What follows belongs to an exercise in optimizing a design on an open flow for small area and a short achievable clock period; a production flow would make more cautious choices. Only simulation tests tie the RTL to the original design; equivalence was not proved. Power figures rest on the tool's default switching activity, not on a simulated workload.

## flow/design.v (module list and top-level ports; edited modules follow where they fit)
// module ifft_tf_mult: 2065 lines
// module ifft_tf_mult_fa: 4 lines
// module ifft_tf_mult_ha: 4 lines
module ifft_tf_mult #(
  parameter int DW   = 16,
  parameter int TW   = 12,
  parameter bit CONJ = 1'b1
) (
  input  logic                 clk,
  input  logic                 rst,
  input  logic                 in_valid,
  input  logic                 in_sop,
  input  logic                 in_tw_en,
  input  logic signed [DW-1:0] in_real,
  input  logic signed [DW-1:0] in_imag,
  output logic [2:0]           tf_addr,
  input  logic signed [TW-1:0] tf_real,
  input  logic signed [TW-1:0] tf_imag,
  output logic                 out_valid,
  output logic                 out_sop,
  output logic signed [DW-1:0] out_real,
  output logic signed [DW-1:0] out_imag,
  output logic                 ovf
);
  // ...
==> flow/flow/run.sh <==
#!/bin/bash
# The standard layout, with the port buffers made of plain buf_2 cells instead of the
# delay-buffer cell buffer_ports picks by default. Every port still gets its own buffer.
set -euo pipefail
export BUFFER_PORTS_ARGS="-buffer_cell sky130_fd_sc_hd__buf_2"
bash standard.sh synth > synth.log 2>&1
bash standard.sh > layout.log 2>&1
==> flow/standard.sh <==
#!/bin/bash
# synth_recipe.tcl (not shown) runs the flow's synth.tcl, then flattens the netlist and writes it again
# the make line also repeats each setting of config.mk as NAME=value (left out here)
make -C /OpenROAD-flow-scripts/flow DESIGN_CONFIG=/design/flow/config.mk WORK_HOME=/design/flow/orfs CLKGATE_MAP_FILE= SYNTH_SCRIPT=/design/flow/synth_recipe.tcl "${@:-finish}"
==> flow/config.mk <==
export PLATFORM = sky130hd
export DESIGN_NAME = ifft_tf_mult
export DESIGN_NICKNAME = ifft_tf_mult
export VERILOG_FILES = /design/flow/design.v
export SDC_FILE = /design/flow/constraint.sdc
export NUM_CORES = 4
export LEC_CHECK = 0
export CAP_MARGIN = 20
export CORE_MARGIN = 2
export CORE_UTILIZATION = 40
export CTS_BUF_LIST = sky130_fd_sc_hd__clkbuf_8
export CTS_CLUSTER_DIAMETER = 50
export CTS_CLUSTER_SIZE = 16
export SETUP_SLACK_MARGIN = 4.0
export SLEW_MARGIN = 20
export SYNTH_HIERARCHICAL = 1
export SYNTH_MINIMUM_KEEP_SIZE = 0
==> flow/constraint.sdc <==
create_clock -name core_clock -period 6.5 [get_ports {clk}]
set_input_delay 1.3000 -clock core_clock [delete_from_list [all_inputs] [get_ports {clk}]]
set_output_delay 1.3000 -clock core_clock [all_outputs]
set_load 0.01 [all_outputs]
==> results.py, run 1 <==
metrics = {
    "finish": {
        "final_core_utilization": 0.468,
        "buf_share": 0.0480,
        "seq_cell_count": 461,
        "multi_input_area_share": 0.555,
        "syn2layout_area_growth_pct": 15.3,
        "stdcell_area_um2": 31500,
    },
    "worst_setup_path": {
        "startpoint": "s3_re_cy_q",
        "r2r_cells": 10,
        "r2r-end": "ovf_q",
        "cp_data_arrival_time_ns": 3.23,
        "cpPeakStageDelay_ns": 0.43,
        "crit_buf_inv": 1,
    },
    "global_routing": {
        "grt_max_degree": 45,
        "use_met3": 0.0316,
        "grt_pass1_vias": 20000,
        "grt_pass1_wl_um": 116000,
    },
    "floorplan": {
        "core_area_um2": 67400,
        "tap_cells": 873,
    },
    "placement": {
        "place_area_um2": 28400,
    },
    "clocking": {
        "clk_pin_slew_worst_paths_ns": 0.09,
        "clockRootBuffer": "clkbuf_8",
    },
    "logic_synthesis": {
        "synthAdderAreaFrac": 0.297,
        "syn_inst": 2453,
        "synth_nets": 2967,
        "synth_compound_area_frac": 0.123,
        "ys_warn_count": 7,
        "synth-edff-count": 0,
        "synth.most_common_cell": "dfxtp_1",
    },
    "power": {
        "seq_power_mw": 4.23,
        "power_mw": 14.8,
        "switching_power_mw": 6.05,
        "intPower_mw": 8.74,
        "switching_share": 0.409,
    },
    "sta": {
        "fin_ws_ns": 3.81,
        "finalCritPeriodShare": 0.414,
        "tns_ns": 0,
    },
    "route": {
        "antenna_left": 0,
        "maxUsedRoutingLayer": "met5",
    },
    "run_status": {
        "status": "no timing/DRC/antenna violations",
    },
    "run": {
        "drv_cap": 0,
    },
}
==> run 2: changes to the inputs <==
--- a/flow/config.mk
+++ b/flow/config.mk
@@ -12,5 +12,5 @@
 export CTS_CLUSTER_DIAMETER = 50
 export CTS_CLUSTER_SIZE = 16
-export SETUP_SLACK_MARGIN = 4.0
+export SETUP_SLACK_MARGIN = 4.3
 export SLEW_MARGIN = 20
 export SYNTH_HIERARCHICAL = 1
==> results.py, run 2 <==
metrics = {
    "sta": {
        "tns_ns": 0,
        "hold_viol": 0,
        "grt_setup_unrepaired": "yes",
        "finalCritPeriodShare": 0.410,
        "slew_violations": 0,
        "worst_pin_slew_ns": 0.857,
        "clock.fmax_mhz": 376,
        "fin_skew_ns": 0.0394,
        "max_slew_margin": 0.424,
        "period_needed_ns": 2.66,
        "setup_viol": 0,
        "holdWs_ns": 0.333,
    },
    "clocking": {
        "clk_latency_ns": 0.69,
        "htree_levels": 2,
        "cts_buffers": 53,
        "clk_pin_slew_worst_paths_ns": 0.09,
        "clockRootBuffer": "clkbuf_8",
        "cts.sinks": 461,
        "cts_tree": "built",
        "cts_max_path_buffers": 3,
    },
    "power": {
        "power_density_nw_per_um2": 450,
        "vdd_ir_drop_max_mv": 0.232,
        "power_leakage_nw": 12.9,
    },
    "worst_setup_path": {
        "endpoint_kind": "flip-flop",
        "path_cells": "ha_4 -> a211oi_4 -> nor2_1 -> a221oi_2 -> o21ai_2 -> a41o_1 -> or4_4 -> mux2i_4 -> a31oi_1",
        "critical_path_class": "flip-flop to flip-flop",
        "startpoint_type": "flip-flop",
        "crit_family": "compound AO/OA/AOI/OAI gates",
        "cp_data_arrival_time_ns": 3.23,
        "cp_max_fo": 4,
        "crit_buf_inv": 0,
        "crit_path_top_delay_cell": "or4_4",
        "cpPeakStageDelay_ns": 0.52,
        "critPathRequiredTime_ns": 7.07,
    },
    "logic_synthesis": {
        "postSynthAreaPerCell_um2": 11.1,
        "syn_inst": 2453,
        "synth-edff-count": 0,
        "async_flop_share": 0.0954,
        "synth_nets": 2967,
        "synth-seq-area-share": 0.346,
        "synth-seq-cells": 461,
        "yosysTopAreaCell": "dfxtp_1",
        "yosys.area.top_type_share": 0.305,
        "synth.most_common_cell": "dfxtp_1",
        "synth-main-ff-cell": "dfxtp_1",
        "synthDistinctLibCells": 68,
        "netlist_area_um2": 27300,
        "ys_warn_count": 7,
        "yosys-top-cells-area": "dfxtp_1 (31%), fa_1 (24%), xnor2_1 (11%)",
        "netlist_top_cells_count": "dfxtp_1 (417), xnor2_1 (328), fa_1 (326), clkbuf_1 (178), o22ai_1 (153)",
    },
    "finish": {
        "fill_cells": 6015,
        "final_common_cell": "xnor2_1",
        "fin_nets": 3108,
        "final_cell_mix": "xnor2_1 (324), fa_1 (318), dfxtp_1 (317)",
        "syn2layout_area_growth_pct": 18.3,
        "drive_above_1_share": 0.244,
        "final_core_utilization": 0.480,
    },
    "route": {
        "drt_drc_violations_left": 0,
        "drt_iter0_markers": 1485,
        "route.detailed.wl_per_inst_um": 22.0,
        "drtPass1Iterations": 6,
        "viasPerCell": 5.43,
        "antenna_left": 0,
        "drt-total-wl_um": 77200,
        "num_vias": 19100,
    },
    "run": {
        "drv_cap": 0,
    },
    "floorplan": {
        "placementRows": 95,
        "initial_utilization": 0.406,
        "die_w_um": 265,
        "die_h_um": 265,
        "core_area_um2": 67400,
        "io_pins": 99,
        "dieArea_um2": 70400,
    },
    "global_routing": {
        "grt_pass1_vias": 20000,
        "grt_usage": 0.217,
        "gr-total-overflow": 0,
        "grt_antenna_before_repair": 6,
        "grt_max_degree": 45,
        "grt_pass1_wl_um": 118000,
    },
    "run_status": {
        "status": "no timing/DRC/antenna violations",
    },
    "placement": {
        "io_buffers": 98,
        "gp_congestion": 0.894,
        "dp_hpwl_um": 54900,
    },
    "min_path": {
        "min_path_type": "flip-flop to flip-flop",
    },
}
## run 2: cell counts after synthesis
No cell type changed its count.
## run 2: modules after synthesis (local to each module, per instance)
module,flops+latches,copies in the design,cell area [um^2],cells inside
ifft_tf_mult,461,1,20100,2067
ifft_tf_mult_ha,0,62,12.5,1
ifft_tf_mult_fa,0,324,20.0,1
## run 2: cells by family (layout without fill, tap and decap cells)
group           after synthesis  in the layout  synth area share
xor+xnor                    438            438             0.140
fa+ha+maj                   453            453             0.297
buf+inv                     307            489            0.0433
simple gates                288            289            0.0487
other cells                   0              1                 0
compound gates              501            502             0.123
flops                       461            461             0.346
mux                           5              5           0.00192
## run 2: per-layer routing
layer	wire length (um)	vias to the layer above	GRT usage
met1	33600	9604	0.298
met2	35700	800	0.350
met5	0	-	0
met4	2840	0	0.0722
met3	5120	161	0.0371
li1	-	8491	-
## run 2: final cells by class
cell class                 instances  area (um^2)  area share
tap                              873         1090      0.0338
timing repair buffer             272         2120      0.0655
inverter                         117          566      0.0175
sequential                       461         9710       0.300
antenna                            1         2.50   0.0000774
timing repair inverter             2         15.0    0.000464
clock inverter                    40          460      0.0142
clock buffer                      58          798      0.0247
multi-input combinational       1687        17600       0.543
## run 2: path summary, 6_finish.rpt
kind	end	startpoint	depth (start not counted)	slack, ns
worst max register to register	ovf_q	s3_re_b10_q	9	3.84
min in group asynchronous	out_real_q[1]	rst	2	0.58
worst max-delay path	ovf_q	s3_re_b10_q	9	3.84
max in group asynchronous	out_imag_q[14]	rst	3	5.43
worst min register to register	s3_re_b27_q	s2_re_c27_0_q	0	0.33
worst min-delay path	s3_re_b27_q	s2_re_c27_0_q	0	0.33
## run 2: through the flow
step | instances | worst slack [ns] | total power, mW | cell area, um^2
5_1_grt | 3511 | 3.75 | 15.6 | 32300
2_1_floorplan | 2453 | 4.03 | 8.56 | 27600
3_5_place_dp | 3255 | 3.31 | 10.5 | 28500
3_3_place_gp | 3255 | 3.40 | 10.4 | 28500
6_report | 3511 | 3.84 | 14.6 | 32300
4_1_cts | 3453 | 3.89 | 14.1 | 31300
## run 2: repair_timing
item                                   in CTS  in global routing
pin swaps                                  48                 46
hold buffers                                0                  0
resized for setup                         241                122
setup endpoints to repair                 250                135
buffers inserted                           96                 53
gates cloned                                4                  3
endpoints found under the hold margin       0                  0
## run 2: report_power, final
part | switching, mW | total (mW) | internal (mW)
Clock | 1.27 | 2.31 | 1.04
Combinational | 4.15 | 8.04 | 3.90
Sequential | 0.519 | 4.20 | 3.68
Total | 5.94 | 14.6 | 8.62

port drivers added, routing unchanged:
In the flow no input, the clock included, has a driving cell. The finished layouts below were timed again as built, in two steps.
Step 1 sets driving cells, clkbuf_16 on the clock port and buf_2 on the other inputs (assumed; they add their load-dependent delay and slew).
Step 2 also shifts input and output timing later by t, the mid clock arrival at the registers, as if the neighbouring blocks saw the same clock.
Slacks: ideal / step 1 / step 2; pairs: ideal / step 1.
run	t (ns)	setup slack, ns	pins driven straight from the clock port
run 1	0.722	3.806 / 3.806 / 3.806	1
run 2	0.729	3.838 / 3.838 / 3.838	1
After both steps setup and hold are still met in every run listed.
